This is an optimization exercise on Yosys and OpenROAD, whose aim is small area, not a production implementation. At most, simulation tests tie the RTL to the original design; equivalence was not proved. The RTL of runs 2 and 3 was laid out without a check of its function. Power and IR drop assume default switching activity.

[flow/design.v]
package apm_pkg;
  localparam int unsigned DataBits   = 32;
  localparam int unsigned RpmBits    = 30;
  localparam int unsigned CfgIdxBits = 2;
  localparam logic [CfgIdxBits-1:0] CfgDebounce    = 2'd0;
  localparam logic [CfgIdxBits-1:0] CfgStopTimeout = 2'd1;
  localparam logic [CfgIdxBits-1:0] CfgSpeedScale  = 2'd2;
  localparam logic OpPulse = 1'b0;
  localparam logic OpPoll  = 1'b1;
  localparam logic [DataBits-1:0] DebounceReset = 32'd40000;
  localparam logic [DataBits-1:0] StopReset     = 32'd3000000;
  localparam logic [DataBits-1:0] ScaleReset    = 32'd558584000;
  localparam logic [DataBits-1:0] RpmQ4Num = 32'd960000000;
  localparam int unsigned     MphNumBits = 18;
  localparam int unsigned     MphDenBits = 17;
  localparam logic [MphNumBits-1:0] MphNum = 18'd223694;
  localparam logic [MphDenBits-1:0] MphDen = 17'd100000;
  localparam int unsigned     ProdBits     = DataBits + MphNumBits;
  localparam int unsigned     MphDigitBits = 4;
  localparam int unsigned     MphSteps     = (ProdBits + MphDigitBits - 1) / MphDigitBits;
  localparam int unsigned     MphQuotBits  = MphSteps * MphDigitBits;
  localparam int unsigned DivSteps = DataBits;
  localparam int unsigned CntBits  = $clog2(DivSteps);
  localparam int unsigned QueueDepth     = 2;
  localparam int unsigned QueuePtrBits   = $clog2(QueueDepth);
  localparam int unsigned QueueCountBits = $clog2(QueueDepth + 1);
  typedef struct packed {
    logic                operation;
    logic [DataBits-1:0] now_us;
  } in_word_t;
  typedef struct packed {
    logic                pulse_accepted;
    logic [DataBits-1:0] revolutions;
    logic [DataBits-1:0] period_us;
    logic [RpmBits-1:0]  rpm_q4;
    logic [DataBits-1:0] speed_mm_per_s;
    logic [DataBits-1:0] speed_milli_mph;
  } out_word_t;
  typedef struct packed {
    logic                pulse_accepted;
    logic [DataBits-1:0] revolutions;
    logic [DataBits-1:0] period_us;
  } job_t;
endpackage
module anemometer_period_speed_meter_top (
  input  logic                           clk_i,
  input  logic                           rst_ni,
  input  logic                           in_valid_i,
  output logic                           in_ready_o,
  input  apm_pkg::in_word_t              in_word_i,
  output logic                           out_valid_o,
  input  logic                           out_ready_i,
  output apm_pkg::out_word_t             out_word_o,
  input  logic                           cfg_we_i,
  input  logic [apm_pkg::CfgIdxBits-1:0] cfg_index_i,
  input  logic [apm_pkg::DataBits-1:0]   cfg_data_i
);
  localparam logic [2:0] PIdle = 3'd0;
  localparam logic [2:0] PElap = 3'd1;
  localparam logic [2:0] PAcc  = 3'd2;
  localparam logic [2:0] PRpm  = 3'd3;
  localparam logic [2:0] PMms  = 3'd4;
  localparam logic [2:0] PMul  = 3'd5;
  localparam logic [2:0] PMph  = 3'd6;
  localparam logic [2:0] POut  = 3'd7;
  localparam logic [31:0] RpmNum = 32'd960000000;
  localparam logic [31:0] MulK   = 32'd111847;
  localparam logic [16:0] MulD   = 17'd50000;
  logic [31:0] deb_q, stop_q, scale_q;
  logic [31:0] last_q, period_q, count_q;
  logic        pulse_q;
  logic [2:0]  ph_q;
  logic [4:0]  it_q;      
  logic [1:0]  sl_q;      
  logic        c_q;       
  logic        m_q;       
  logic        sg_q;      
  logic [61:0] u_q;       
  logic [31:0] r_q;       
  logic [16:0] x_q;       
  logic        sat_q;
  always_ff @(posedge clk_i or negedge rst_ni) begin
    if (!rst_ni) begin
      deb_q   <= apm_pkg::DebounceReset;
      stop_q  <= apm_pkg::StopReset;
      scale_q <= apm_pkg::ScaleReset;
    end else if (cfg_we_i) begin
      case (cfg_index_i)
        apm_pkg::CfgDebounce:    deb_q   <= cfg_data_i;
        apm_pkg::CfgStopTimeout: stop_q  <= cfg_data_i;
        apm_pkg::CfgSpeedScale:  scale_q <= cfg_data_i;
        default: ;
      endcase
    end
  end
  logic elap, acc, div, mul, mph, busy, first, k0, k3, it0;
  assign elap  = ph_q == PElap;
  assign acc   = ph_q == PAcc;
  assign div   = (ph_q == PRpm) | (ph_q == PMms);
  assign mul   = ph_q == PMul;
  assign mph   = ph_q == PMph;
  assign busy  = elap | div | mul | mph;
  assign k0    = sl_q == 2'd0;
  assign k3    = sl_q == 2'd3;
  assign it0   = it_q == 5'd0;
  assign first = (div | mul) & (it_q == 5'd31);
  logic        accept, last_nz, counted, timeout;
  assign in_ready_o = acc;
  assign accept     = acc & in_valid_i;
  assign last_nz    = |last_q;
  logic [31:0] cmpb; logic [32:0] cc; logic cres;
  assign cmpb = in_word_i.operation ? stop_q : deb_q;
  always_comb begin
    cc[0] = ~in_word_i.operation;
    for (int i = 0; i < 32; i++) cc[i+1] = (r_q[i] & ~cmpb[i]) | (cc[i] & (r_q[i] | ~cmpb[i]));
  end
  assign cres = cc[32];
  assign counted    = (in_word_i.operation == apm_pkg::OpPulse) && cres;
  assign timeout    = (in_word_i.operation == apm_pkg::OpPoll) && last_nz && cres;
  always_ff @(posedge clk_i or negedge rst_ni) begin
    if (!rst_ni) begin
      last_q   <= '0;
      period_q <= '0;
      count_q  <= '0;
    end else if (accept) begin
      if (counted) begin
        last_q  <= in_word_i.now_us;
        count_q <= count_q + 1'b1;
        if (last_nz) period_q <= r_q;
      end else if (timeout) begin
        period_q <= '0;
      end
    end
  end
  always_ff @(posedge clk_i) begin
    if (accept) pulse_q <= counted;
  end
  logic [7:0]  now_k, last_k, per_k, mulk_k, a, d, b, sum;
  logic        per_zero, dbit, in0, sub, inv, cin, co, sgn, q;
  logic [16:0] t2;
  logic        ge2, sat_now, q2;
  always_comb begin
    case (sl_q)
      2'd0: begin now_k = in_word_i.now_us[7:0];   last_k = last_q[7:0];   per_k = period_q[7:0];   end
      2'd1: begin now_k = in_word_i.now_us[15:8];  last_k = last_q[15:8];  per_k = period_q[15:8];  end
      2'd2: begin now_k = in_word_i.now_us[23:16]; last_k = last_q[23:16]; per_k = period_q[23:16]; end
      default: begin now_k = in_word_i.now_us[31:24]; last_k = last_q[31:24]; per_k = period_q[31:24]; end
    endcase
  end
  assign mulk_k = MulK[{sl_q, 3'd0} +: 8];
  assign per_zero = ~|period_q;
  assign dbit     = (ph_q == PRpm) ? RpmNum[it_q] : scale_q[it_q];
  assign t2      = {x_q[15:0], r_q[31]};
  assign ge2     = t2 >= MulD;
  assign sat_now = x_q >= MulD;
  assign q2      = ge2 | sat_q | sat_now;
  assign in0 = div ? dbit : (mph & q2);
  assign sub = div & (first | ~sg_q);
  assign inv = elap | sub;
  always_comb begin
    if (elap)       a = now_k;
    else if (first) a = {7'd0, k0 & in0};
    else            a = {r_q[6:0], k0 ? in0 : m_q};
  end
  always_comb begin
    if (elap)                d = last_k;
    else if (div)            d = per_k;
    else if (mul & u_q[31])  d = mulk_k;
    else                     d = '0;
  end
  assign b   = d ^ {8{inv}};
  assign cin = k0 ? inv : c_q;
  assign {co, sum} = {1'b0, a} + {1'b0, b} + {8'd0, cin};
  assign sgn = (first ? 1'b0 : r_q[7]) ^ sub ^ co;
  assign q   = ~sgn & ~per_zero;
  always_ff @(posedge clk_i) begin
    if (busy) begin
      r_q <= {sum, r_q[31:8]};
      c_q <= co;
      m_q <= r_q[7];
    end
    if (div & k3) sg_q <= sgn;
  end
  always_ff @(posedge clk_i) begin
    if (div & k3)             u_q        <= {u_q[60:0], q};
    else if (mul & k3)        u_q[31:0]  <= {u_q[30:0], u_q[31]};
  end
  always_ff @(posedge clk_i) begin
    if (mul) begin
      if (k3) x_q <= {x_q[15:0], first ? 1'b0 : r_q[7]} + {16'd0, co};
    end else if (mph) begin
      if (k0) x_q <= ge2 ? t2 - MulD : t2;
    end else begin
      x_q <= '0;
    end
    sat_q <= mph & (sat_q | sat_now);
  end
  always_ff @(posedge clk_i or negedge rst_ni) begin
    if (!rst_ni) begin
      ph_q <= PIdle;
    end else begin
      case (ph_q)
        PIdle:   if (in_valid_i) ph_q <= PElap;
        PElap:   if (k3) ph_q <= PAcc;
        PAcc:    ph_q <= in_valid_i ? PRpm : PIdle;
        PRpm:    if (k3 & it0) ph_q <= PMms;
        PMms:    if (k3 & it0) ph_q <= PMul;
        PMul:    if (k3 & it0) ph_q <= PMph;
        PMph:    if (k3 & it0) ph_q <= POut;
        default: if (out_ready_i) ph_q <= PIdle;
      endcase
    end
  end
  always_ff @(posedge clk_i) begin
    sl_q <= busy ? sl_q + 1'b1 : 2'd0;
    if (!(div | mul | mph)) it_q <= 5'd31;
    else if (k3)            it_q <= it_q - 1'b1;
  end
  assign out_valid_o = ph_q == POut;
  assign out_word_o  = {pulse_q, count_q, period_q, u_q, r_q};
endmodule
[flow/run.sh]
#!/bin/bash
# synth_recipe.tcl (not shown) runs the flow's synth.tcl, then flattens the netlist and writes it again
# the make line also repeats each setting of config.mk as NAME=value (left out here)
make -C /OpenROAD-flow-scripts/flow DESIGN_CONFIG=/design/flow/config.mk WORK_HOME=/design/flow/orfs CLKGATE_MAP_FILE= SYNTH_SCRIPT=/design/flow/synth_recipe.tcl finish
[flow/config.mk]
export PLATFORM = sky130hd
export DESIGN_NAME = anemometer_period_speed_meter_top
export DESIGN_NICKNAME = anemometer_period_speed_meter_top
export VERILOG_FILES = /design/flow/design.v
export SDC_FILE = /design/flow/constraint.sdc
export NUM_CORES = 4
export LEC_CHECK = 0
export CAP_MARGIN = 20
export CORE_MARGIN = 2
export CORE_UTILIZATION = 40
export SLEW_MARGIN = 20
[flow/constraint.sdc]
create_clock -name core_clock -period 9.0 [get_ports {clk_i}]
set_input_delay 1.8000 -clock core_clock [delete_from_list [all_inputs] [get_ports {clk_i}]]
set_output_delay 1.8000 -clock core_clock [all_outputs]
set_load 0.01 [all_outputs]
==> impl_metrics.ini, run 1 <==
[run_status]
outcome = no timing/DRC/antenna violations

[routing]
drcViolationCount = 0
wl_per_cell_um = 21.9
ant_nets = 0
dr.first_iter.drc_count = 987
viasPerCell = 5.73
first_pass_iters = 6
vias = 11026
wirelength_mm = 42.1

[sta]
worst_slack_ps = 2520
max_freq_mhz = 154
relSlewSlack_pct = 33.3
whs_ps = 444
worst_slew_pin_slew_ps = 999
drv_slew = 0
setup_viol = 0
finalCritPeriodShare_pct = 72.0
clock_skew_ps = 19.6
min_period_ps = 6480
rsz0062_at_grt = no
final.setup.tns_ps = 0
hold_violations = 0

[worst_setup_path]
setup.worst_path.class = reg2reg
critPathCaptureType = register
max_stage_delay_ps = 510
cp_slowest_cell = fa_1
worstPathMaxFanout = 6
critPathLaunchType = register
critPathArrivalTime_ps = 6730
path_common_cell = nor2_1
worstRegToRegCells = 29
cp_data_required_time_ps = 9250

[synthesis]
synth_top_family_by_area = compound AO/OA/AOI/OAI gates
synthAdderAreaFrac_pct = 2.14
avgSynthCellArea_um2 = 12.4
synth_compound_area_share_pct = 13.7
synthCells = 1208
yosys_warnings = 1
async_flop_share_pct = 61.3
syn_area_mm2 = 0.0149
synth_cell_type_count = 75
synth_ff_type = dfrtp_1
yosysSeqAreaShare_pct = 57.1
synthSimpleGateAreaFrac_pct = 8.14
synth_mux_area_share_pct = 12.8
synthXorXnorAreaFrac_pct = 3.28
syn_nets = 1301
synth-seq-cells = 318
synth_edf_count = 115

[global_route]
grt_max_degree = 121
grt_pass1_wl_mm = 64.5
grt_overflow_total = 0
antenna_found_initial = 0
grt_use_total_pct = 21.6
grt_pass1_vias = 10725

[cts]
cts_tree = built
htreeDepth = 2
clkSlewWorstSetupHoldPaths_ps = 50
root_buffer = clkbuf_16
ctsResizeCount = 0
hold_buffers = 0
clk_latency_ps = 550
cts_setup_buffers = 0
clkSinkCount = 318
cts_buffer_depth = 3
numCtsBuffers = 38

[pwr]
p_leak_nw = 7.44
irDropWorstVdd_mv = 0.199
power.density_mw_per_mm2 = 333

[placed_design]
gp_congestion = 0.855
hpwl_mm = 29.5
place_area_mm2 = 0.0177
post-place-ws_ps = 2290
port_buffers = 232

[floorplan]
std_cell_rows = 70
die_area_mm2 = 0.0389
die_h_um = 197
ios = 233
fp.dieW_um = 197
start_util_pct = 40.7
core_area_mm2 = 0.0367

[hold_path]
hold_class = reg2reg
whs_path_depth = 0

[final_layout]
num_antenna_cells = 0
nNetsFinal = 1519
drive_gt1_share_pct = 16.8
final_cell_mix = clkdlybuf4s50_1 (230), dfrtp_1 (170), mux2_2 (118)
layout_commonest_cell = clkdlybuf4s50_1
final_area_mm2 = 0.0191
area_growth_pct = 27.8

[job]
cap_violations = 0
## kinds of logic after synthesis
family                     Yosys count
and+or+nand+nor                    250
DFF                                318
adders and majority gates           25
buffers and inverters              101
AOI/OAI and AO/OA                  289
xor gates and xnor gates            56
muxes                              169
## registers in the layout, summed over array words and instances (netlist names), 2 cells and up
register	count
u_q	62
count_q	32
deb_q	32
last_q	32
period_q	32
r_q	32
scale_q	32
stop_q	32
x_q	17
it_q	5
ph_q	3
sl_q	2
## critical path: cells and delay by family (launching register included)
| family | cells | cell delay (ps) |
|---|---|---|
| simple gates | 12 | 1840 |
| fa+ha+maj | 4 | 1380 |
| buf+inv | 1 | 100 |
| xor+xnor | 1 | 160 |
| compound gates | 11 | 2250 |
| flops | 1 | 440 |
## area by class of cell
cell class | count | area (µm²)
sequential | 318 | 8520
multi-input combinational | 789 | 6010
tap | 468 | 586
timing repair buffer | 252 | 2520
fill | 3203 | 17600
clock buffer | 55 | 1130
clock inverter | 15 | 215
inverter | 27 | 101
## per-layer routing
layer  vias to the layer above  routed length, µm  global-route usage (%)
met5                         -                  0                       0
met4                         0                992                    6.35
met3                        69               3240                    5.29
met2                       417              19100                    33.4
met1                      5505              18800                    30.3
li1                       5035                  -                       -
## power breakdown
part	internal, mW	leakage, nW	total [mW]	switching [mW]
Combinational	1.02	3.28	2.26	1.24
Clock	1.02	0.650	1.63	0.610
Sequential	2.01	3.51	2.47	0.462
Total	4.05	7.44	6.36	2.31
## final timing paths
kind	slack (ps)	startpoint	end
max	2520	x_q[4]	x_q[16]
min	440	u_q[34]	u_q[35]
max reg2reg	2520	x_q[4]	x_q[16]
min reg2reg	440	u_q[34]	u_q[35]
max in group asynchronous	6870	rst_ni	last_q[14]
min in group asynchronous	1160	rst_ni	stop_q[29]
## Yosys cell counts (17+ instances only)
master / n / share of area (%)
dfrtp_1: 170 / 28
mux2_2: 118 / 8.9
edfxtp_1: 115 / 23
a21oi_1: 63 / 2.1
nand2_1: 63 / 1.6
nor2_1: 63 / 1.6
o21ai_0: 62 / 2.1
clkbuf_1: 47 / 1.2
a32o_1: 33 / 2.2
nand3_1: 33 / 1.1
xnor2_1: 29 / 1.7
mux2i_1: 28 / 1.9
a222oi_1: 27 / 1.8
inv_1: 27 / 0.68
xor2_1: 27 / 1.6
dfstp_2: 25 / 4.4
ha_1: 19 / 1.6
mux2_1: 19 / 1.4
nor4_1: 17 / 0.71
## per-stage QoR
stage	instances	power (mW)	utilization [%]
after floorplan	1208	3.73	-
after global placement	1851	4.69	48.1
after detailed placement	1852	4.70	48.2
after CTS	1922	6.39	51.8
after global routing	1924	6.73	52.0
final	1924	6.36	52.0
==> run 2, diff against run 1 <==
--- a/flow/design.v
+++ b/flow/design.v
@@ -104,5 +104,6 @@
   assign k3    = sl_q == 2'd3;
   assign it0   = it_q == 5'd0;
-  assign first = (div | mul) & (it_q == 5'd31);
+  assign inc   = (ph_q == PRpm) & (it_q == 5'd31);
+  assign first = ((ph_q == PRpm) & (it_q == 5'd30)) | (ph_q == PMms | mul) & (it_q == 5'd31);
   logic        accept, last_nz, counted, timeout;
   assign in_ready_o = acc;
@@ -122,9 +123,7 @@
       last_q   <= '0;
       period_q <= '0;
-      count_q  <= '0;
     end else if (accept) begin
       if (counted) begin
         last_q  <= in_word_i.now_us;
-        count_q <= count_q + 1'b1;
         if (last_nz) period_q <= r_q;
       end else if (timeout) begin
@@ -136,14 +135,28 @@
     if (accept) pulse_q <= counted;
   end
-  logic [7:0]  now_k, last_k, per_k, mulk_k, a, d, b, sum;
+  logic       inc;
+  logic [7:0] sum;
+  always_ff @(posedge clk_i or negedge rst_ni) begin
+    if (!rst_ni) begin
+      count_q <= '0;
+    end else if (inc & pulse_q) begin
+      case (sl_q)
+        2'd0: count_q[7:0]   <= sum;
+        2'd1: count_q[15:8]  <= sum;
+        2'd2: count_q[23:16] <= sum;
+        default: count_q[31:24] <= sum;
+      endcase
+    end
+  end
+  logic [7:0]  now_k, last_k, per_k, cnt_k, mulk_k, a, d, b;
   logic        per_zero, dbit, in0, sub, inv, cin, co, sgn, q;
-  logic [16:0] t2;
-  logic        ge2, sat_now, q2;
+  logic [16:0] t2, xadd;
+  logic        xbit, ge2, sat_now, q2;
   always_comb begin
     case (sl_q)
-      2'd0: begin now_k = in_word_i.now_us[7:0];   last_k = last_q[7:0];   per_k = period_q[7:0];   end
-      2'd1: begin now_k = in_word_i.now_us[15:8];  last_k = last_q[15:8];  per_k = period_q[15:8];  end
-      2'd2: begin now_k = in_word_i.now_us[23:16]; last_k = last_q[23:16]; per_k = period_q[23:16]; end
-      default: begin now_k = in_word_i.now_us[31:24]; last_k = last_q[31:24]; per_k = period_q[31:24]; end
+      2'd0: begin now_k = in_word_i.now_us[7:0];   last_k = last_q[7:0];   per_k = period_q[7:0];   cnt_k = count_q[7:0];   end
+      2'd1: begin now_k = in_word_i.now_us[15:8];  last_k = last_q[15:8];  per_k = period_q[15:8];  cnt_k = count_q[15:8];  end
+      2'd2: begin now_k = in_word_i.now_us[23:16]; last_k = last_q[23:16]; per_k = period_q[23:16]; cnt_k = count_q[23:16]; end
+      default: begin now_k = in_word_i.now_us[31:24]; last_k = last_q[31:24]; per_k = period_q[31:24]; cnt_k = count_q[31:24]; end
     endcase
   end
@@ -151,13 +164,16 @@
   assign per_zero = ~|period_q;
   assign dbit     = (ph_q == PRpm) ? RpmNum[it_q] : scale_q[it_q];
-  assign t2      = {x_q[15:0], r_q[31]};
+  assign xbit    = mul ? (~first & r_q[7]) : r_q[31];
+  assign t2      = {x_q[15:0], xbit};
   assign ge2     = t2 >= MulD;
   assign sat_now = x_q >= MulD;
   assign q2      = ge2 | sat_q | sat_now;
+  assign xadd    = mul ? {16'd0, co} : (ge2 ? (17'd0 - MulD) : 17'd0);
   assign in0 = div ? dbit : (mph & q2);
   assign sub = div & (first | ~sg_q);
-  assign inv = elap | sub;
+  assign inv = elap | (sub & ~inc);
   always_comb begin
     if (elap)       a = now_k;
+    else if (inc)   a = cnt_k;
     else if (first) a = {7'd0, k0 & in0};
     else            a = {r_q[6:0], k0 ? in0 : m_q};
@@ -165,10 +181,10 @@
   always_comb begin
     if (elap)                d = last_k;
-    else if (div)            d = per_k;
+    else if (div & ~inc)     d = per_k;
     else if (mul & u_q[31])  d = mulk_k;
     else                     d = '0;
   end
   assign b   = d ^ {8{inv}};
-  assign cin = k0 ? inv : c_q;
+  assign cin = k0 ? (inv | inc) : c_q;
   assign {co, sum} = {1'b0, a} + {1'b0, b} + {8'd0, cin};
   assign sgn = (first ? 1'b0 : r_q[7]) ^ sub ^ co;
@@ -187,11 +203,6 @@
   end
   always_ff @(posedge clk_i) begin
-    if (mul) begin
-      if (k3) x_q <= {x_q[15:0], first ? 1'b0 : r_q[7]} + {16'd0, co};
-    end else if (mph) begin
-      if (k0) x_q <= ge2 ? t2 - MulD : t2;
-    end else begin
-      x_q <= '0;
-    end
+    if ((mul & k3) | (mph & k0)) x_q <= t2 + xadd;
+    else if (!(mul | mph))       x_q <= '0;
     sat_q <= mph & (sat_q | sat_now);
   end
--- a/flow/config.mk
+++ b/flow/config.mk
@@ -9,3 +9,4 @@
 export CORE_MARGIN = 2
 export CORE_UTILIZATION = 40
+export CTS_BUF_LIST = sky130_fd_sc_hd__clkbuf_4
 export SLEW_MARGIN = 20
==> run 2 against run 1 <==
Critical path depth shrank 1. Hold slack worse by 4.1 ps. Total power is 9.2% higher. First-iteration DRC count up 0.51%. Critical path type unchanged. Clock power down 17%. Combinational power is 32% higher. Critical endpoint is now x_q[16]. Area after synthesis down 0.31%. Non-clock buffer count fell by 2. Sequential cell count stayed put. Sequential share of layout area rose by 0.58 points. Maximum frequency down 11%.
==> impl_metrics.ini, run 2 <==
[run_status]
outcome = no timing/DRC/antenna violations

[global_route]
antenna_found_initial = 3
grt_max_degree = 90
grt_use_total_pct = 21.9
grt_pass1_vias = 10832
grt_overflow_total = 0
grt_pass1_wl_mm = 64.4

[routing]
viasPerCell = 5.64
first_pass_iters = 7
drcViolationCount = 0
ant_nets = 0
wirelength_mm = 42.9
dr.first_iter.drc_count = 992
vias = 11096
wl_per_cell_um = 21.8

[final_layout]
area_growth_pct = 26.5
final_cell_mix = clkdlybuf4s50_1 (230), dfrtp_1 (170), clkbuf_4 (139)
largest_register_ffs = 62
multi_input_area_mm2 = 0.00601
layout_commonest_cell = clkdlybuf4s50_1
fill_cells = 3242
drive_gt1_share_pct = 24.5
regMostFlops = u_q
seq_area_mm2 = 0.00852
nNetsFinal = 1522

[sta]
rsz0062_at_grt = no
setup_viol = 0
worst_slew_pin_slew_ps = 1000
min_period_ps = 7280
max_freq_mhz = 137
whs_ps = 440
final.setup.tns_ps = 0
drv_slew = 0
hold_violations = 0
relSlewSlack_pct = 33.0
clock_skew_ps = 62.5
finalCritPeriodShare_pct = 80.8

[worst_setup_path]
max_stage_delay_ps = 730
setup.worst_path.class = reg2reg
critPathArrivalTime_ps = 7760
critPathLaunchType = register
worstPathMaxFanout = 23
worstRegToRegCells = 28
path_common_cell = nor2_1
critPathCaptureType = register
cp_data_required_time_ps = 9490
cp_slowest_cell = dfrtp_1

[synthesis]
syn_area_mm2 = 0.0149
synth_compound_area_share_pct = 12.7
synth_top_family_by_area = multiplexers
avgSynthCellArea_um2 = 13.0
synthTopCellsByCount = dfrtp_1 (170), mux2_2 (129), edfxtp_1 (115)
async_flop_share_pct = 61.3
synthAdderAreaFrac_pct = 2.42
yosysSeqAreaShare_pct = 57.3
synth_top_area_share_pct = 28.6
syn_nets = 1240
synth.area.top_cells = dfrtp_1 (29%), edfxtp_1 (23%), mux2_2 (9.8%)
synth-seq-cells = 318
synthSimpleGateAreaFrac_pct = 7.04
synth_ff_type = dfrtp_1
yosys_warnings = 1
synth_top_cell_by_area = dfrtp_1
synth_edf_count = 115
synth_mux_area_share_pct = 15.8
synthXorXnorAreaFrac_pct = 2.24
synthCells = 1142
synth_cell_type_count = 70
synth_most_common_cell = dfrtp_1

[placed_design]
gp_congestion = 0.849
port_buffers = 232
hpwl_mm = 30.0

[pwr]
irDropWorstVdd_mv = 0.254
p_leak_nw = 7.59
power.density_mw_per_mm2 = 369

[floorplan]
die_h_um = 197
die_area_mm2 = 0.0388
std_cell_rows = 70
start_util_pct = 40.7
fp.dieW_um = 197
core_area_mm2 = 0.0366
ios = 233

[cts]
hold_buffers = 0
clk_latency_ps = 790
clkSlewWorstSetupHoldPaths_ps = 70
cts_tree = built
root_buffer = clkbuf_4
clkSinkCount = 318
ctsResizeCount = 0
htreeDepth = 3
cts_setup_buffers = 0
cts_buffer_depth = 3
numCtsBuffers = 89

[job]
cap_violations = 0

[hold_path]
hold_class = reg2reg
whs_path_depth = 0
==> run 2: critical path, delay by kind of cell (launching register included) <==
family	cells	cell delay, ps
and+or+nand+nor	6	780
DFF	1	730
xor gates and xnor gates	1	160
adders and majority gates	4	1360
muxes	2	950
AOI/OAI and AO/OA	15	3030
==> run 2: path summary, 6_finish.rpt <==
| path | start | end | slack (ps) |
|---|---|---|---|
| max | ph_q[2] | x_q[16] | 1720 |
| min | u_q[9] | u_q[10] | 440 |
| max reg2reg | ph_q[2] | x_q[16] | 1720 |
| min reg2reg | u_q[9] | u_q[10] | 440 |
| max in group asynchronous | rst_ni | last_q[4] | 6450 |
| min in group asynchronous | rst_ni | deb_q[19] | 1060 |
==> run 2: cells by family after synthesis <==
logic type	count (synthesis)
AO/OA/AOI/OAI	260
XOR/XNOR	38
multiplexers	198
AND/OR/NAND/NOR	222
adder cells (fa/ha/maj)	28
buffers and inverters	78
flip-flops	318
==> run 2: metal layers <==
layer / up-vias / global-route usage [%] / wire (µm)
met3: 100 / 5.77 / 3170
met2: 467 / 32.8 / 19100
met4: 0 / 8.77 / 1400
met5: - / 0 / 0
met1: 5533 / 30.5 / 19200
li1: 4996 / - / -
==> run 2: final cells by class <==
cell class | count | area share, %
timing repair buffer | 250 | 13.1
multi-input combinational | 746 | 31.9
clock inverter | 24 | 0.711
antenna | 3 | 0.0399
sequential | 318 | 45.3
inverter | 19 | 0.379
tap | 468 | 3.11
clock buffer | 139 | 5.54
==> run 2: power by group <==
part | switching, mW | internal [mW] | total (mW)
Sequential | 0.553 | 2.06 | 2.61
Clock | 0.621 | 0.731 | 1.35
Combinational | 1.65 | 1.32 | 2.98
==> run 2: per-stage QoR <==
step	cell area [µm²]	utilization [%]	power (mW)	setup slack, ps	instances
finish	18800	51.5	6.94	1720	1967
detailed placement	17700	48.2	5.57	1440	1801
CTS	18800	51.4	6.98	1730	1964
global placement	17600	48.2	5.55	1530	1800
global route	18800	51.5	7.35	1140	1967
floorplan	14900	-	4.22	2300	1142
==> run 3, diff against run 2 <==
==> flow/flow/run.sh (new file) <==
#!/bin/bash
# The standard layout (the standard.sh), with the port buffers made of the smallest
# buffer cell instead of the resizer's default pick. Everything else is the standard flow.
set -euo pipefail
bash standard.sh BUFFER_PORTS_ARGS="-buffer_cell sky130_fd_sc_hd__buf_1" finish > standard_flow.log 2>&1
==> flow/standard.sh (new file) <==
#!/bin/bash
# synth_recipe.tcl (not shown) runs the flow's synth.tcl, then flattens the netlist and writes it again
# the make line also repeats each setting of config.mk as NAME=value (left out here)
make -C /OpenROAD-flow-scripts/flow DESIGN_CONFIG=/design/flow/config.mk WORK_HOME=/design/flow/orfs CLKGATE_MAP_FILE= SYNTH_SCRIPT=/design/flow/synth_recipe.tcl "${@:-finish}"
removed: flow/run.sh
==> run 3 against run 2 <==
Still clean. Total power shrank 3.4%. Global-route usage is 0.060 points higher. Synthesized cell count unchanged. Critical path depth stayed put. Register-to-register slack got worse by 160 ps. Utilization decreased by 3.9 points. Final area is 7.5% lower. Sequential share of layout area increased by 3.7 points. Wire length shrank 0.41%. Area after synthesis unchanged. Sequential cell count unchanged. Clock skew increased by 5.6 ps. Largest power group unchanged.
==> impl_metrics.ini, run 3 <==
[worst_setup_path]
max_stage_delay_ps = 750
critPathLaunchType = register
worstPathMaxFanout = 23
cp_data_required_time_ps = 9470
path_common_cell = nor2_1
setup.worst_path.class = reg2reg
critPathArrivalTime_ps = 7900
cp_slowest_cell = dfrtp_1
reg2reg_slack_ps = 1570
critPathCaptureType = register

[synthesis]
avgSynthCellArea_um2 = 13.0
yosysSeqAreaShare_pct = 57.3
yosys_warnings = 1
synth.area.top_cells = dfrtp_1 (29%), edfxtp_1 (23%), mux2_2 (9.8%)
syn_area_mm2 = 0.0149
synth_top_cell_by_area = dfrtp_1
syn_nets = 1240
synthSimpleGateAreaFrac_pct = 7.04
synth_edf_count = 115
synth_mux_area_share_pct = 15.8
synth_compound_area_share_pct = 12.7
synth_ff_type = dfrtp_1
async_flop_share_pct = 61.3
synth-seq-cells = 318
synthXorXnorAreaFrac_pct = 2.24
synth_top_family_by_area = multiplexers
synth_cell_type_count = 70
synth_top_area_share_pct = 28.6
synth_most_common_cell = dfrtp_1
synthCells = 1142
synthAdderAreaFrac_pct = 2.42
synthTopCellsByCount = dfrtp_1 (170), mux2_2 (129), edfxtp_1 (115)

[placed_design]
hpwl_mm = 30.0
post-place-ws_ps = 1670
gp_congestion = 0.864
port_buffers = 232

[pwr]
p_leak_nw = 6.97
power.density_mw_per_mm2 = 385
irDropWorstVdd_mv = 0.254

[floorplan]
std_cell_rows = 70
ios = 233
start_util_pct = 40.7
die_area_mm2 = 0.0388
fp.dieW_um = 197
core_area_mm2 = 0.0366
die_h_um = 197

[hold_path]
hold_class = reg2reg

[routing]
vias = 11091
drcViolationCount = 0
ant_nets = 0
dr.first_iter.drc_count = 799
viasPerCell = 5.64
first_pass_iters = 8
wl_per_cell_um = 21.7
wirelength_mm = 42.7

[global_route]
grt_pass1_vias = 10958
antenna_found_initial = 5
grt_max_degree = 61
grt_pass1_wl_mm = 64.7
grt_use_total_pct = 22.0
grt_overflow_total = 0

[final_layout]
area_growth_pct = 17.0
regMostFlops = u_q
final_cell_mix = buf_1 (230), dfrtp_1 (170), clkbuf_4 (137)
drive_gt1_share_pct = 24.6
layout_commonest_cell = buf_1
largest_register_ffs = 62
fill_cells = 3343
finish.utilization_pct = 47.6
nNetsFinal = 1523

[cts]
clkSlewWorstSetupHoldPaths_ps = 60
cts_tree = built
clkSinkCount = 318
root_buffer = clkbuf_4
hold_buffers = 0
htreeDepth = 3
ctsResizeCount = 0
cts_buffer_depth = 3
numCtsBuffers = 90
cts_setup_buffers = 0
clk_latency_ps = 790

[sta]
worst_slack_ps = 1570
whs_ps = 442
rsz0062_at_grt = no
finalCritPeriodShare_pct = 82.6
relSlewSlack_pct = 32.7
setup_viol = 0
worst_slew_pin_slew_ps = 1010
hold_violations = 0
min_period_ps = 7430
drv_slew = 0
max_freq_mhz = 135
clock_skew_ps = 68.1
final.setup.tns_ps = 0

[job]
cap_violations = 0

[run_status]
outcome = no timing/DRC/antenna violations
## run 3: layout make-up
| type | count | area (µm²) | share of cell area [%] |
|---|---|---|---|
| antenna | 4 | 10.0 | 0.0575 |
| tap | 468 | 586 | 3.36 |
| inverter | 19 | 71.3 | 0.409 |
| timing repair buffer | 250 | 1010 | 5.80 |
| clock buffer | 136 | 1020 | 5.86 |
| sequential | 318 | 8520 | 48.9 |
| multi-input combinational | 746 | 6010 | 34.5 |
| clock inverter | 25 | 190 | 1.09 |
## run 3: power breakdown
part           total (mW)  leakage (nW)  internal (mW)  switching (mW)
logic                2.70          2.87           1.05            1.65
clock network        1.39         0.714          0.775           0.618
registers            2.62          3.39           2.06           0.557
total                6.71          6.97           3.89            2.82
## run 3: kinds of logic after synthesis
family | after synthesis
AO/OA/AOI/OAI | 260
XOR/XNOR | 38
adder cells (fa/ha/maj) | 28
buffers and inverters | 78
flip-flops | 318
multiplexers | 198
AND/OR/NAND/NOR | 222
## run 3: final timing paths
path,end,depth (start not counted),start
min reg2reg,u_q[6],0,u_q[5]
max reg2reg,x_q[16],28,ph_q[2]
max,x_q[16],28,ph_q[2]
min,u_q[6],0,u_q[5]
max in group asynchronous,last_q[3],2,rst_ni
min in group asynchronous,deb_q[14],1,rst_ni
## run 3: metal layers
| layer | share of wire, % | vias to the layer above | GRT usage (%) |
|---|---|---|---|
| met1 | 44 | 5513 | 29.5 |
| met3 | 7.8 | 96 | 7.02 |
| li1 | - | 4997 | - |
| met5 | 0.068 | - | 0 |
| met2 | 45 | 481 | 33.0 |
| met4 | 3.3 | 4 | 9.19 |
## run 3: through the flow
step           instance area [µm²]  instances  total power [mW]
2_1_floorplan                14900       1142              4.22
5_1_grt                      17400       1966              7.14
3_3_place_gp                 16200       1801              5.26
3_5_place_dp                 16200       1801              5.29
6_report                     17400       1966              6.71
4_1_cts                      17400       1962              6.74
## run 3: critical path: cells and delay by family, from the launching register on
| family | cells | cell delay (ps) |
|---|---|---|
| adders and majority gates | 4 | 1370 |
| DFF | 1 | 750 |
| and+or+nand+nor | 6 | 780 |
| AOI/OAI and AO/OA | 15 | 3120 |
| xor gates and xnor gates | 1 | 160 |
| muxes | 2 | 980 |
==> run 4, diff against run 3 <==
--- a/flow/design.v
+++ b/flow/design.v
@@ -119,5 +119,5 @@
   assign counted    = (in_word_i.operation == apm_pkg::OpPulse) && cres;
   assign timeout    = (in_word_i.operation == apm_pkg::OpPoll) && last_nz && cres;
-  always_ff @(posedge clk_i or negedge rst_ni) begin
+  always_ff @(posedge clk_i) begin
     if (!rst_ni) begin
       last_q   <= '0;
@@ -137,5 +137,5 @@
   logic       inc;
   logic [7:0] sum;
-  always_ff @(posedge clk_i or negedge rst_ni) begin
+  always_ff @(posedge clk_i) begin
     if (!rst_ni) begin
       count_q <= '0;
--- a/flow/config.mk
+++ b/flow/config.mk
@@ -9,4 +9,6 @@
 export CORE_MARGIN = 2
 export CORE_UTILIZATION = 40
-export CTS_BUF_LIST = sky130_fd_sc_hd__clkbuf_4
+export CTS_BUF_LIST = sky130_fd_sc_hd__clkbuf_8
+export CTS_CLUSTER_DIAMETER = 80
+export CTS_CLUSTER_SIZE = 16
 export SLEW_MARGIN = 20
==> run 4 against run 3 <==
Synthesized cell count grew 13%. Cell count is 0.36% higher. Critical path depth unchanged. Wire length decreased by 1.5%. Clock skew shrank 26 ps. Global-route usage shrank 0.54 points. Total power fell by 25%. Sequential power is 14% lower. Hold slack improved by 0.88 ps. Non-clock buffer count decreased by 1. Clock power fell by 43%. Combinational power fell by 26%.
==> impl_metrics.ini, run 4 <==
[run_status]
outcome = no timing/DRC/antenna violations

[routing]
viasPerCell = 5.66
wirelength_mm = 42.0
wl_per_cell_um = 21.3
dr.first_iter.drc_count = 934
ant_nets = 0
drcViolationCount = 0
vias = 11160
first_pass_iters = 7

[final_layout]
area_growth_pct = 11.4
nNetsFinal = 1582
largest_register_ffs = 62
drive_gt1_share_pct = 13.1
final_cell_mix = buf_1 (230), nand2_1 (183), edfxtp_1 (115)
layout_commonest_cell = buf_1
finalNonFillerCells = 1973
regMostFlops = u_q

[synthesis]
syn_nets = 1384
synth_edf_count = 115
synthXorXnorAreaFrac_pct = 2.32
syn_area_mm2 = 0.0147
synth_most_common_cell = nand2_1
yosys_warnings = 1
yosysSeqAreaShare_pct = 54.7
synthCells = 1286
synth.area.top_cells = edfxtp_1 (23%), dfxtp_1 (14%), dfrtp_1 (13%)
async_flop_share_pct = 31.1
synth_mux_area_share_pct = 13.0
synth_top_cell_by_area = edfxtp_1
avgSynthCellArea_um2 = 11.4
synthSimpleGateAreaFrac_pct = 9.97
synth_cell_type_count = 66
synth-seq-cells = 318
synth_top_family_by_area = compound AO/OA/AOI/OAI gates
synth_top_area_share_pct = 23.5
synthAdderAreaFrac_pct = 2.38
synth_ff_type = edfxtp_1
synth_compound_area_share_pct = 14.1
synthTopCellsByCount = nand2_1 (183), edfxtp_1 (115), dfxtp_1 (104)

[hold_path]
hold_class = reg2reg
worstHoldEndpoint = u_q[45]
min_from = u_q[44]
whs_path_depth = 0

[worst_setup_path]
reg2reg_slack_ps = 1860
worstRegToRegCells = 28
path_common_cell = nor2_1
critPathCaptureType = register
max_stage_delay_ps = 550
cp_data_required_time_ps = 9330
critPathLaunchType = register
critPathArrivalTime_ps = 7470
worstPathMaxFanout = 13
r2r_end = x_q[14]
setup.worst_path.class = reg2reg
cp_slowest_cell = dfrtp_1
reg2reg_from = ph_q[1]

[cts]
root_buffer = clkbuf_8
clk_latency_ps = 610
ctsResizeCount = 0
numCtsBuffers = 26
clkSlewWorstSetupHoldPaths_ps = 100
cts_tree = built
htreeDepth = 1
cts_buffer_depth = 3
hold_buffers = 0
cts_setup_buffers = 0
clkSinkCount = 318

[placed_design]
hpwl_mm = 30.5
port_buffers = 232
post-place-ws_ps = 1930
gp_congestion = 0.874
dp_cells = 1924

[sta]
hold_violations = 0
drv_slew = 0
worst_slew_pin_slew_ps = 1020
worst_slack_ps = 1860
final.setup.tns_ps = 0
finalCritPeriodShare_pct = 79.3
rsz0062_at_grt = no
relSlewSlack_pct = 31.9
setup_viol = 0
clock_skew_ps = 42.4
min_period_ps = 7140
max_freq_mhz = 140

[pwr]
power.density_mw_per_mm2 = 308
irDropWorstVdd_mv = 0.263
p_leak_nw = 6.09

[global_route]
grt_use_total_pct = 21.5
grt_pass1_vias = 10489
grt_pass1_wl_mm = 63.8
grt_max_degree = 98
antenna_found_initial = 2
grt_overflow_total = 0

[floorplan]
fp.dieW_um = 196
start_util_pct = 40.4
core_area_mm2 = 0.0364
die_h_um = 196
die_area_mm2 = 0.0383
std_cell_rows = 70
ios = 233

[job]
cap_violations = 0
[run 4: changes by cell type after synthesis, moves of 6 or more]
cell,before,now
a21boi_0,1,29
buf_1,9,3
clkbuf_1,36,58
dfrtp_1,170,74
dfxtp_1,8,104
inv_1,19,26
mux2_2,129,98
mux2_4,30,0
mux2i_1,34,69
nand2_1,75,183
nor2_1,56,62
[run 4: report_power, final]
group | switching, mW | total (mW) | leakage (nW) | internal, mW
clock | 0.509 | 0.793 | 0.293 | 0.284
combinational | 1.29 | 2.00 | 2.70 | 0.709
sequential | 0.365 | 2.25 | 3.09 | 1.89
total | 2.17 | 5.05 | 6.09 | 2.88
[run 4: layout make-up]
class	instances	area [µm²]
clock inverter	22	121
fill	3445	20100
tap	468	586
inverter	26	97.6
antenna	1	2.50
clock buffer	26	358
multi-input combinational	863	6160
timing repair buffer	249	1000
sequential	318	8040
[run 4: logic make-up (layout without fill, tap and decap cells)]
family / after synthesis / in the layout
buffers and inverters: 105 / 323
adder cells (fa/ha/maj): 27 / 27
AO/OA/AOI/OAI: 290 / 290
other: 0 / 1
XOR/XNOR: 39 / 39
flip-flops: 318 / 318
multiplexers: 172 / 172
AND/OR/NAND/NOR: 335 / 335
[run 4: how the worst max path moves through the flow]
stage                   from  cells past startpoint      end
2_1_floorplan        it_q[0]                     32  x_q[14]
4_1_cts              ph_q[1]                     29  x_q[14]
3_3_place_gp   in_word_i[16]                     26  x_q[14]
3_5_place_dp         ph_q[1]                     29  x_q[14]
6_report             ph_q[1]                     28  x_q[14]
5_1_grt              ph_q[1]                     28  x_q[14]
[run 4: critical path, delay by kind of cell (launching register included)]
kind            cells  cell delay [ps]
fa+ha+maj           4             1320
xor+xnor            1               70
simple gates        8             1440
flops               1              550
mux                 2             1010
compound gates     13             2430
[run 4: routing by layer]
metal,up-vias,track usage (%),routed length [µm]
met4,2,5.50,1040
li1,5155,-,-
met1,5520,30.3,18800
met2,418,34.1,19100
met5,-,0,16
met3,65,4.09,3070
[run 4: through the flow]
| stage | utilization, % | hold slack, ps | power [mW] | instance area (µm²) |
|---|---|---|---|---|
| after floorplan | - | 433 | 3.48 | 14700 |
| after global placement | 43.6 | 431 | 4.23 | 15900 |
| after detailed placement | 43.6 | 433 | 4.25 | 15900 |
| after CTS | 44.9 | 440 | 5.06 | 16400 |
| after global routing | 44.9 | 445 | 5.34 | 16400 |
| final | 44.9 | 443 | 5.05 | 16400 |
==> run 5, diff against run 4 <==
--- a/flow/config.mk
+++ b/flow/config.mk
@@ -9,6 +9,6 @@
 export CORE_MARGIN = 2
 export CORE_UTILIZATION = 40
-export CTS_BUF_LIST = sky130_fd_sc_hd__clkbuf_8
-export CTS_CLUSTER_DIAMETER = 80
-export CTS_CLUSTER_SIZE = 16
+export CTS_BUF_LIST = sky130_fd_sc_hd__clkbuf_16
+export CTS_CLUSTER_DIAMETER = 100
+export CTS_CLUSTER_SIZE = 25
 export SLEW_MARGIN = 20
==> run 5 against run 4 <==
Still clean. Final area is 0.11% lower. Cell count down 1.0%. Synthesized cell count did not move. Maximum frequency shrank 0.10%. Global-route usage shrank 0.15 points. First-iteration DRC count grew 6.1%. Sequential cell count stayed put. Clock power grew 0.8%. Die area unchanged. Largest cell class unchanged.
==> impl_metrics.ini, run 5 <==
[floorplan]
ios = 233
die_h_um = 196
start_util_pct = 40.4
core_area_mm2 = 0.0364
fp.dieW_um = 196
std_cell_rows = 70
die_area_mm2 = 0.0383

[global_route]
antenna_found_initial = 2
grt_util_met1_pct = 30.3
grt_use_total_pct = 21.3
grtUsageMet3_pct = 3.99
grt_pass1_wl_mm = 63.2
grt_pass1_vias = 10333
grtUsageMet2_pct = 33.2
grt_max_degree = 98
top_usage_layer = met2
grt_overflow_total = 0

[cts]
ctsResizeCount = 0
numCtsBuffers = 16
clkSlewWorstSetupHoldPaths_ps = 110
cts_setup_buffers = 0
hold_buffers = 0
htreeDepth = 1
clk_latency_ps = 530
root_buffer = clkbuf_16
cts_buffer_depth = 3
cts_tree = built
clkSinkCount = 318

[synthesis]
yosys_warnings = 1
yosysSeqAreaShare_pct = 54.7
synth_compound_area_share_pct = 14.1
syn_area_mm2 = 0.0147
synth-seq-cells = 318
syn_nets = 1384
synthAdderAreaFrac_pct = 2.38
synthSimpleGateAreaFrac_pct = 9.97
synthXorXnorAreaFrac_pct = 2.32
synth_top_area_share_pct = 23.5
synthCells = 1286
synth_top_cell_by_area = edfxtp_1
synthTopCellsByCount = nand2_1 (183), edfxtp_1 (115), dfxtp_1 (104)
synth.area.top_cells = edfxtp_1 (23%), dfxtp_1 (14%), dfrtp_1 (13%)
synth_top_family_by_area = compound AO/OA/AOI/OAI gates
avgSynthCellArea_um2 = 11.4
synth_most_common_cell = nand2_1
async_flop_share_pct = 31.1
synth_mux_area_share_pct = 13.0
synth_edf_count = 115
synth_cell_type_count = 66
synth_ff_type = edfxtp_1

[pwr]
p_leak_nw = 6.05
power.total_mw = 5.06
p_int_mw = 2.93
seq_power_share_pct = 44.5
combinationalPowerShare_pct = 39.7
p_sw_share_pct = 42.1
pwr-share-clk_pct = 15.8
power.switching_mw = 2.13
power.density_mw_per_mm2 = 309
irDropWorstVdd_mv = 0.262

[placed_design]
hpwl_mm = 30.5
post-place-ws_ps = 1930
port_buffers = 232
gp_congestion = 0.874

[final_layout]
largest_register_ffs = 62
nNetsFinal = 1572
drive_gt1_share_pct = 12.1
final_cell_mix = buf_1 (230), nand2_1 (183), edfxtp_1 (115)
regMostFlops = u_q
multi_input_area_mm2 = 0.00616
finish.utilization_pct = 44.9
seq_area_mm2 = 0.00804
area_growth_pct = 11.3
layout_commonest_cell = buf_1
fill_cells = 3438

[sta]
min_period_ps = 7150
clock_skew_ps = 36.0
relSlewSlack_pct = 31.1
worst_slack_ps = 1850
finalCritPeriodShare_pct = 79.4
rsz0062_at_grt = no
worst_slew_pin_slew_ps = 1030
max_freq_mhz = 140
drv_slew = 0
setup_viol = 0
final.setup.tns_ps = 0
whs_ps = 452
hold_violations = 0

[worst_setup_path]
cp_data_required_time_ps = 9260
critPathLaunchType = register
setup.worst_path.class = reg2reg
critPathCaptureType = register
path_common_cell = a21oi_1
max_stage_delay_ps = 550
critPathArrivalTime_ps = 7400
cp_slowest_cell = dfrtp_1
worstPathMaxFanout = 13

[routing]
vias = 11088
ant_nets = 0
wl_per_cell_um = 21.4
first_pass_iters = 8
drcViolationCount = 0
wirelength_mm = 41.8
viasPerCell = 5.68
dr.first_iter.drc_count = 991

[hold_path]
hold_class = reg2reg

[run_status]
outcome = no timing/DRC/antenna violations

[job]
cap_violations = 0
## run 5: cell counts after synthesis
No cell type changed its count.
## run 5: final timing paths
check / start / end / slack (ps) / cells after the start
max: ph_q[1] / x_q[14] / 1850 / 29
min: u_q[54] / u_q[55] / 450 / 0
max reg2reg: ph_q[1] / x_q[14] / 1850 / 29
min reg2reg: u_q[54] / u_q[55] / 450 / 0
max in group asynchronous: rst_ni / ph_q[0] / 6490 / 2
min in group asynchronous: rst_ni / deb_q[0] / 1290 / 1
## run 5: power groups by stage
stage	clock network (mW)	registers [mW]	logic [mW]
CTS	0.825	2.25	1.99
global route	0.876	2.29	2.20
global placement	0	2.27	1.96
floorplan	0	2.14	1.34
finish	0.799	2.25	2.01
detailed placement	0	2.28	1.97
## run 5: critical path, delay by kind of cell, from the launching register on
| kind | cells | cell delay (ps) |
|---|---|---|
| simple gates | 8 | 1350 |
| mux | 2 | 1020 |
| fa+ha+maj | 4 | 1320 |
| xor+xnor | 1 | 70 |
| compound gates | 14 | 2530 |
| flops | 1 | 550 |
## run 5: cell families (layout without fill, tap and decap cells)
family,Yosys count,count (layout)
AO/OA/AOI/OAI,290,290
XOR/XNOR,39,39
adder cells (fa/ha/maj),27,27
buffers and inverters,105,303
flip-flops,318,318
multiplexers,172,172
other,0,1
AND/OR/NAND/NOR,335,335
## run 5: cell type report
class                      instances  share of cell area [%]
clock inverter                    12                   0.367
tap                              468                    3.58
clock buffer                      16                    2.45
sequential                       318                    49.2
antenna                            1                  0.0153
inverter                          26                   0.597
timing repair buffer             249                    6.13
multi-input combinational        863                    37.7
## run 5: metrics by stage
| stage | std cells | area [µm²] |
|---|---|---|
| final | 1953 | 16400 |
| after global placement | 1924 | 15900 |
| after detailed placement | 1924 | 15900 |
| after global routing | 1952 | 16400 |
| after CTS | 1952 | 16400 |
| after floorplan | 1286 | 14700 |
## run 5: metal layers
layer  part of all wire, %  vias to the layer above  wire length [µm]
met5                 0.038                        -                16
met4                   3.2                        2              1320
met3                   7.3                       64              3040
met2                    45                      413             18800
met1                    45                     5479             18600
li1                      -                     5130                 -
==> run 6, diff against run 5 <==
--- a/flow/design.v
+++ b/flow/design.v
@@ -80,5 +80,5 @@
   logic [16:0] x_q;       
   logic        sat_q;
-  always_ff @(posedge clk_i or negedge rst_ni) begin
+  always_ff @(posedge clk_i) begin
     if (!rst_ni) begin
       deb_q   <= apm_pkg::DebounceReset;
==> run 6 against run 5 <==
Maximum frequency is 0.20% lower. Clock skew is 12 ps higher. Worst setup slack worse by 14 ps. Hold slack hardly changed.
==> impl_metrics.ini, run 6 <==
[run_status]
outcome = no timing/DRC/antenna violations

[global_route]
grt_overflow_total = 0
grt_pass1_vias = 10893
grt_use_total_pct = 22.1
antenna_found_initial = 1
grt_max_degree = 105
grt_pass1_wl_mm = 64.1

[worst_setup_path]
critPathLaunchType = register
cp_data_required_time_ps = 9250
path_common_cell = a21oi_1
path_buf_inv = 0
worstRegToRegCells = 29
setup.worst_path.class = reg2reg
max_stage_delay_ps = 890
r2r_end = x_q[16]
worstPathMaxFanout = 20
reg2reg_from = it_q[0]
critical-path-top-delay-family = compound AO/OA/AOI/OAI gates
cp_slowest_cell = dfxtp_1
critPathCaptureType = register
reg2reg_slack_ps = 1840
critPathArrivalTime_ps = 7410

[cts]
cts_buffer_depth = 3
cts_tree = built
clkSlewWorstSetupHoldPaths_ps = 100
root_buffer = clkbuf_16
clk_latency_ps = 530
hold_buffers = 0
ctsResizeCount = 0
numCtsBuffers = 17
htreeDepth = 1
clkSinkCount = 318
cts_setup_buffers = 0

[floorplan]
core_area_mm2 = 0.0353
start_util_pct = 40.4
ios = 233
std_cell_rows = 69
die_area_mm2 = 0.0372
fp.dieW_um = 193
die_h_um = 193

[routing]
drcViolationCount = 0
wirelength_mm = 42.7
viasPerCell = 5.59
dr.first_iter.drc_count = 1201
first_pass_iters = 8
vias = 11990
ant_nets = 0
wl_per_cell_um = 19.9

[sta]
rsz0062_at_grt = no
final.setup.tns_ps = 0
hold_violations = 0
relSlewSlack_pct = 29.4
min_period_ps = 7160
max_freq_mhz = 140
worst_slew_pin_slew_ps = 1060
clock_skew_ps = 48.1
drv_slew = 0
finalCritPeriodShare_pct = 79.6
setup_viol = 0

[final_layout]
final_cell_mix = nand2_1 (371), buf_1 (230), dfxtp_1 (200)
finish.utilization_pct = 45.3
largest_register_ffs = 62
nNetsFinal = 1770
final_area_mm2 = 0.0160
drive_gt1_share_pct = 3.86
regMostFlops = u_q
layout_commonest_cell = nand2_1
area_growth_pct = 12.1

[hold_path]
whs_path_depth = 0
worstHoldEndpoint = u_q[54]
hold_class = reg2reg
min_from = u_q[53]

[synthesis]
yosys_warnings = 1
synthTopCellsByCount = nand2_1 (371), dfxtp_1 (200), a21oi_1 (152)
synth-seq-cells = 318
yosysSeqAreaShare_pct = 52.8
synth_top_area_share_pct = 28.1
synth_edf_count = 115
synth_ff_type = dfxtp_1
syn_area_mm2 = 0.0143
synth_cell_type_count = 68
synth_most_common_cell = nand2_1
synth_top_cell_by_area = dfxtp_1
async_flop_share_pct = 0.943
synthCells = 1501
synth.area.top_cells = dfxtp_1 (28%), edfxtp_1 (24%), nand2_1 (9.8%)
syn_nets = 1599
avgSynthCellArea_um2 = 9.50

[placed_design]
port_buffers = 232
place_area_mm2 = 0.0155
gp_congestion = 0.862
hpwl_mm = 30.2

[job]
cap_violations = 0

[pwr]
irDropWorstVdd_mv = 0.211
power.density_mw_per_mm2 = 298
power.total_mw = 4.76
p_leak_nw = 5.71
[run 6: how the worst max path moves through the flow]
| stage | end | slack [ps] | start | cells after the start |
|---|---|---|---|---|
| after floorplan | x_q[16] | 2530 | it_q[0] | 32 |
| after global placement | x_q[16] | 1900 | in_word_i[16] | 25 |
| after detailed placement | x_q[16] | 1770 | in_word_i[16] | 25 |
| after CTS | x_q[16] | 1800 | it_q[0] | 29 |
| after global routing | x_q[16] | 1360 | it_q[0] | 31 |
| final | x_q[16] | 1840 | it_q[0] | 29 |
[run 6: metal layers]
metal | routed length, µm | GRT usage, %
met5 | 0 | 0
met4 | 1040 | 5.52
met3 | 3260 | 3.40
met2 | 19000 | 34.9
met1 | 19400 | 31.8
[run 6: report_power, final]
group	switching, mW	internal, mW	total (mW)
Clock	0.485	0.357	0.842
Sequential	0.299	1.81	2.11
Combinational	1.22	0.589	1.81
[run 6: cells by family (layout without fill, tap and decap cells)]
logic type               after synthesis  count (layout)  synth area share (%)
XOR/XNOR                              40              40                  2.46
multiplexers                          73              73                  5.51
flip-flops                           318             318                  52.8
adder cells (fa/ha/maj)               26              26                  2.39
other                                  0               1                     0
AND/OR/NAND/NOR                      552             552                  16.4
AO/OA/AOI/OAI                        363             363                  16.5
buffers and inverters                129             310                  3.93
[run 6: area by class of cell]
class	instances	area (µm²)
Multi-Input combinational cell	1054	6220
Fill cell	3388	19300
Sequential cell	318	7530
Clock inverter	12	72.6
Timing Repair Buffer	251	1040
Clock buffer	17	425
Inverter	30	113
Tap cell	461	577
Antenna cell	1	2.50
[run 6: stage by stage]
stage / hold slack (ps) / instances / setup WS [ps]
after floorplan: 432 / 1501 / 2530
after global placement: 431 / 2113 / 1900
after detailed placement: 430 / 2114 / 1770
after CTS: 452 / 2143 / 1800
after global routing: 468 / 2143 / 1360
final: 452 / 2144 / 1840
==> run 7, diff against run 6 <==
--- a/flow/design.v
+++ b/flow/design.v
@@ -80,5 +80,5 @@
   logic [16:0] x_q;       
   logic        sat_q;
-  always_ff @(posedge clk_i) begin
+  always_ff @(posedge clk_i or negedge rst_ni) begin
     if (!rst_ni) begin
       deb_q   <= apm_pkg::DebounceReset;
--- a/flow/config.mk
+++ b/flow/config.mk
@@ -6,9 +6,9 @@
 export NUM_CORES = 4
 export LEC_CHECK = 0
-export CAP_MARGIN = 20
+export CAP_MARGIN = 5
 export CORE_MARGIN = 2
-export CORE_UTILIZATION = 40
+export CORE_UTILIZATION = 65
 export CTS_BUF_LIST = sky130_fd_sc_hd__clkbuf_16
 export CTS_CLUSTER_DIAMETER = 100
 export CTS_CLUSTER_SIZE = 25
-export SLEW_MARGIN = 20
+export SLEW_MARGIN = 5
==> run 7 against run 6 <==
Count of clock-buffer cells in the layout decreased by 1. Via count decreased by 6.8%. Largest cell class unchanged. Still clean. Die area is 36% lower. Worst setup slack improved by 23 ps. Register-to-register slack improved by 20 ps. Sequential share of layout area grew 2.8 points. Critical path type unchanged. Utilization increased by 27 points.
==> impl_metrics.ini, run 7 <==
[synthesis]
syn_nets = 1384
synthCells = 1286
synth_cell_type_count = 66
synth_top_cell_by_area = edfxtp_1
synth_edf_count = 115
yosys_warnings = 1
synthTopCellsByCount = nand2_1 (183), edfxtp_1 (115), dfxtp_1 (104)
synth_most_common_cell = nand2_1
synth.area.top_cells = edfxtp_1 (23%), dfxtp_1 (14%), dfrtp_1 (13%)
avgSynthCellArea_um2 = 11.4
synth_ff_type = edfxtp_1
yosysSeqAreaShare_pct = 54.7
syn_area_mm2 = 0.0147
synth-seq-cells = 318
synth_top_area_share_pct = 23.5
async_flop_share_pct = 31.1

[sta]
max_freq_mhz = 140
worst_slack_ps = 1860
finalCritPeriodShare_pct = 79.3
clock_skew_ps = 54.1
drv_slew = 0
final.setup.tns_ps = 0
setup_viol = 0
hold_violations = 0
rsz0062_at_grt = no
min_period_ps = 7140
relSlewSlack_pct = 22.6
worst_slew_pin_slew_ps = 1160

[cts]
hold_buffers = 0
clkSinkCount = 318
ctsResizeCount = 0
numCtsBuffers = 16
cts_tree = built
root_buffer = clkbuf_16
cts_setup_buffers = 0
cts_buffer_depth = 3
clk_latency_ps = 540
htreeDepth = 1
clkSlewWorstSetupHoldPaths_ps = 100

[worst_setup_path]
critPathArrivalTime_ps = 7380
reg2reg_slack_ps = 1860
critPathCaptureType = register
cp_slowest_cell = dfrtp_1
setup.worst_path.class = reg2reg
cp_data_required_time_ps = 9240
critPathLaunchType = register
worstPathMaxFanout = 13
max_stage_delay_ps = 550
path_common_cell = a21oi_1

[floorplan]
start_util_pct = 65.5
die_h_um = 154
core_area_mm2 = 0.0224
std_cell_rows = 55
ios = 233
die_area_mm2 = 0.0238
fp.dieW_um = 154

[global_route]
grt_pass1_wl_mm = 58.0
grt_use_total_pct = 31.3
grt_overflow_total = 0
grt_max_degree = 103
grt_pass1_vias = 10214
antenna_found_initial = 1

[final_layout]
layout_commonest_cell = buf_1
final_cell_mix = buf_1 (230), nand2_1 (183), edfxtp_1 (115)
area_growth_pct = 9.66
regMostFlops = u_q
finish.utilization_pct = 71.9
drive_gt1_share_pct = 11.9
largest_register_ffs = 62
nNetsFinal = 1571

[routing]
vias = 11177
drcViolationCount = 0
dr.first_iter.drc_count = 1328
viasPerCell = 6.32
wl_per_cell_um = 21.7
ant_nets = 0
first_pass_iters = 9
wirelength_mm = 38.5

[job]
cap_violations = 0

[pwr]
irDropWorstVdd_mv = 0.236
p_leak_nw = 6.05
power.density_mw_per_mm2 = 311

[run_status]
outcome = no timing/DRC/antenna violations

[placed_design]
gp_congestion = 0.924
port_buffers = 232
post-place-ws_ps = 1860
hpwl_mm = 27.7

[hold_path]
hold_class = reg2reg
run 7: cell types whose count changed after synthesis, moves of 4 or more:
cell | previous run | this run
clkbuf_1 | 77 | 58
dfrtp_1 | 3 | 74
a21oi_1 | 152 | 46
nand3_1 | 42 | 19
mux2_2 | 1 | 98
o211a_1 | 1 | 5
nand2_1 | 371 | 183
nor2b_1 | 10 | 6
dfxtp_1 | 200 | 104
a21boi_0 | 0 | 29
dfstp_2 | 0 | 25
run 7: final timing paths:
kind	startpoint	to	depth (start not counted)
min in group asynchronous	rst_ni	deb_q[0]	1
setup / recovery	ph_q[0]	x_q[14]	29
setup reg to reg	ph_q[0]	x_q[14]	29
max in group asynchronous	rst_ni	stop_q[29]	2
hold / removal	u_q[24]	u_q[25]	0
hold reg to reg	u_q[24]	u_q[25]	0
run 7: per-stage QoR:
| stage | hold WS (ps) | cells | instance area [µm²] | power, mW |
|---|---|---|---|---|
| 6_report | 454 | 1769 | 16100 | 5.01 |
| 5_1_grt | 468 | 1768 | 16100 | 5.24 |
| 4_1_cts | 450 | 1768 | 16100 | 4.98 |
| 3_5_place_dp | 432 | 1740 | 15700 | 4.18 |
| 3_3_place_gp | 429 | 1740 | 15700 | 4.16 |
| 2_1_floorplan | 433 | 1286 | 14700 | 3.48 |
run 7: cell families after synthesis:
family                     synth area share [%]
muxes                                      13.0
xor gates and xnor gates                   2.32
DFF                                        54.7
and+or+nand+nor                            9.97
buffers and inverters                      3.57
AOI/OAI and AO/OA                          14.1
adders and majority gates                  2.38
run 7: per-layer routing:
layer	wire length (µm)	share of wire (%)	GRT usage [%]	vias to the layer above
met3	3850	10	6.67	68
met5	0	0	0	-
met4	1110	2.9	9.30	0
li1	-	-	-	5134
met2	16800	44	47.0	525
met1	16700	43	46.1	5450
run 7: final cells by class:
cell class / instances / area (µm²)
inverter: 26 / 97.6
antenna: 1 / 2.50
clock inverter: 12 / 62.6
fill: 1682 / 6310
timing repair buffer: 248 / 996
tap: 285 / 357
multi-input combinational: 863 / 6160
clock buffer: 16 / 400
sequential: 318 / 8040
run 7: where the power goes:
part	internal (mW)	leakage [nW]	total [mW]	switching, mW
clock network	0.333	0.262	0.788	0.455
registers	1.89	3.09	2.23	0.340
logic	0.705	2.70	2.00	1.29
run 7: critical path, delay by kind of cell (launching register included):
kind                     cells  cell delay [ps]
AO/OA/AOI/OAI               14             2600
adder cells (fa/ha/maj)      4             1380
flip-flops                   1              550
XOR/XNOR                     1               80
AND/OR/NAND/NOR              8             1290
multiplexers                 2              980
==> run 8, diff against run 7 <==
--- a/flow/design.v
+++ b/flow/design.v
@@ -80,5 +80,5 @@
   logic [16:0] x_q;       
   logic        sat_q;
-  always_ff @(posedge clk_i or negedge rst_ni) begin
+  always_ff @(posedge clk_i) begin
     if (!rst_ni) begin
       deb_q   <= apm_pkg::DebounceReset;
@@ -187,5 +187,13 @@
   assign b   = d ^ {8{inv}};
   assign cin = k0 ? (inv | inc) : c_q;
-  assign {co, sum} = {1'b0, a} + {1'b0, b} + {8'd0, cin};
+  logic [8:0] cy;
+  always_comb begin
+    cy[0] = cin;
+    for (int i = 0; i < 8; i++) begin
+      sum[i]  = a[i] ^ b[i] ^ cy[i];
+      cy[i+1] = (a[i] & b[i]) | (cy[i] & (a[i] ^ b[i]));
+    end
+  end
+  assign co = cy[8];
   assign sgn = (first ? 1'b0 : r_q[7]) ^ sub ^ co;
   assign q   = ~sgn & ~per_zero;
--- a/flow/config.mk
+++ b/flow/config.mk
@@ -6,9 +6,9 @@
 export NUM_CORES = 4
 export LEC_CHECK = 0
-export CAP_MARGIN = 5
+export CAP_MARGIN = 20
 export CORE_MARGIN = 2
-export CORE_UTILIZATION = 65
+export CORE_UTILIZATION = 40
 export CTS_BUF_LIST = sky130_fd_sc_hd__clkbuf_16
 export CTS_CLUSTER_DIAMETER = 100
 export CTS_CLUSTER_SIZE = 25
-export SLEW_MARGIN = 5
+export SLEW_MARGIN = 20
==> run 8 against run 7 <==
Highest routed layer unchanged. Area after synthesis down 4.6%. Largest power group unchanged. Maximum frequency down 13%. Register-to-register slack worse by 1000 ps. Utilization down 26 points. Critical path type unchanged. Synthesized cell count up 13%. Non-clock buffer count up 8. Total power down 5.2%. Combinational power down 11%. Global-route usage down 9.0 points.
==> impl_metrics.ini, run 8 <==
[pwr]
irDropWorstVdd_mv = 0.294
p_leak_nw = 5.59
power.density_mw_per_mm2 = 302
power.total_mw = 4.75

[final_layout]
final_cell_mix = nand2_1 (388), buf_1 (230), dfxtp_1 (200)
drive_gt1_share_pct = 4.31
nNetsFinal = 1731
seq_area_mm2 = 0.00753
largest_register_ffs = 62
layout_commonest_cell = nand2_1
fill_cells = 3414
finalNonFillerCells = 2101
area_growth_pct = 12.3
regMostFlops = u_q
multi_input_area_mm2 = 0.00602
num_antenna_cells = 0

[sta]
rsz0062_at_grt = no
whs_ps = 436
drv_slew = 0
worst_slew_pin_slew_ps = 1010
setup_viol = 0
clock_skew_ps = 53.8
finalCritPeriodShare_pct = 90.7
min_period_ps = 8160
relSlewSlack_pct = 32.7
max_freq_mhz = 122
hold_violations = 0
final.setup.tns_ps = 0

[cts]
hold_buffers = 0
clk_latency_ps = 530
cts_setup_buffers = 0
clkSlewWorstSetupHoldPaths_ps = 110
htreeDepth = 1
cts_buffer_depth = 3
numCtsBuffers = 17
root_buffer = clkbuf_16
ctsResizeCount = 0
cts_tree = built
clkSinkCount = 318

[routing]
vias = 11757
wirelength_mm = 42.2
wl_per_cell_um = 20.1
ant_nets = 0
dr.first_iter.drc_count = 1287
first_pass_iters = 6
drcViolationCount = 0
viasPerCell = 5.60

[worst_setup_path]
path_common_cell = fa_1
cp_data_required_time_ps = 9270
path_buf_inv = 2
setup.worst_path.class = reg2reg
critPathLaunchType = register
critPathCaptureType = register
critical-path-top-delay-family = adder cells
cp_slowest_cell = dfxtp_1
max_stage_delay_ps = 900
critPathArrivalTime_ps = 8440
worstPathMaxFanout = 18

[synthesis]
syn_area_mm2 = 0.0140
synth_top_area_share_pct = 28.5
synth_top_cell_by_area = dfxtp_1
synth-seq-cells = 318
synthCells = 1456
synth_edf_count = 115
yosysSeqAreaShare_pct = 53.7
async_flop_share_pct = 0.943
syn_nets = 1552
synthTopCellsByCount = nand2_1 (388), dfxtp_1 (200), a21oi_1 (127)
synth_most_common_cell = nand2_1
synth_ff_type = dfxtp_1
avgSynthCellArea_um2 = 9.64
synth.area.top_cells = dfxtp_1 (29%), edfxtp_1 (25%), nand2_1 (10%)
synth_cell_type_count = 69
yosys_warnings = 1

[floorplan]
ios = 233
start_util_pct = 40.6
fp.dieW_um = 191
std_cell_rows = 68
die_h_um = 191
die_area_mm2 = 0.0366
core_area_mm2 = 0.0345

[global_route]
antenna_found_initial = 0
grt_pass1_vias = 10658
grt_max_degree = 94
grt_pass1_wl_mm = 63.5
grt_overflow_total = 0
grt_use_total_pct = 22.3

[run_status]
outcome = no timing/DRC/antenna violations

[placed_design]
hpwl_mm = 29.9
port_buffers = 232
dp_cells = 2071
gp_congestion = 0.885

[job]
cap_violations = 0

[hold_path]
hold_class = reg2reg
[run 8: logic make-up (layout without fill, tap and decap cells)]
logic type	count (synthesis)	after routing	share of synthesized area (%)
compound gates	326	326	15.3
simple gates	577	577	17.5
xor+xnor	25	25	1.56
mux	75	75	5.72
fa+ha+maj	24	24	2.57
flops	318	318	53.7
buf+inv	111	301	3.60
[run 8: final cells by class]
type / count / area share, %
Inverter: 15 / 0.358
Timing Repair Buffer: 256 / 6.74
Multi-Input combinational cell: 1027 / 38.2
Clock buffer: 17 / 2.70
Sequential cell: 318 / 47.8
Tap cell: 455 / 3.61
Clock inverter: 13 / 0.556
[run 8: final timing paths]
path | start | endpoint | slack, ps | cells after the start
min | u_q[45] | u_q[46] | 440 | 0
max | it_q[0] | x_q[16] | 840 | 29
max in group asynchronous | rst_ni | ph_q[1] | 6810 | 2
min in group asynchronous | rst_ni | ph_q[0] | 1580 | 2
min reg2reg | u_q[45] | u_q[46] | 440 | 0
max reg2reg | it_q[0] | x_q[16] | 840 | 29
[run 8: through the flow]
step / util [%] / setup WS, ps / area (µm²)
floorplan: - / 1530 / 14000
global placement: 44.1 / 972 / 15200
detailed placement: 44.1 / 852 / 15200
CTS: 45.6 / 902 / 15700
global route: 45.6 / 317 / 15700
finish: 45.6 / 836 / 15700
[run 8: layer usage]
layer / track usage (%) / wire [µm] / vias to the layer above
met5: 0 / 0 / -
met4: 5.12 / 941 / 0
met3: 3.16 / 2930 / 50
met2: 34.8 / 19100 / 459
met1: 32.6 / 19200 / 5686
li1: - / - / 5562
[run 8: where the power goes]
part	internal (mW)	switching [mW]	total, mW
Combinational	0.593	1.20	1.79
Sequential	1.81	0.309	2.11
Clock	0.359	0.488	0.847
Total	2.76	1.99	4.75

-- separate check: timing with driven ports --
The flow's constraints put no driver on any port. The routed layouts listed below were extracted and timed again, unchanged, in two steps.
Step 1: set_driving_cell puts a clkbuf_16 on clk_i and a buf_2 on each other input, an assumption about the parent block.
Step 2 also shifts input and output timing later by t, the mid clock arrival at the registers, as if the neighbouring blocks saw the same clock.
Slacks: ideal ports / drivers / drivers and shift; pairs: ideal ports / drivers.
run | t (ns) | setup slack, ns
run 1 | 0.594 | 2.519 / 2.519 / 2.230
run 2 | 0.811 | 1.725 / 1.725 / 1.466
run 3 | 0.809 | 1.570 / 1.570 / 1.570
run 4 | 0.649 | 1.861 / 1.861 / 1.861
run 5 | 0.565 | 1.854 / 1.854 / 1.854
run 6 | 0.561 | 1.839 / 1.839 / 1.734
run 7 | 0.564 | 1.862 / 1.862 / 1.780
run 8 | 0.563 | 0.836 / 0.836 / 0.836
After both steps every run listed still meets setup and hold.
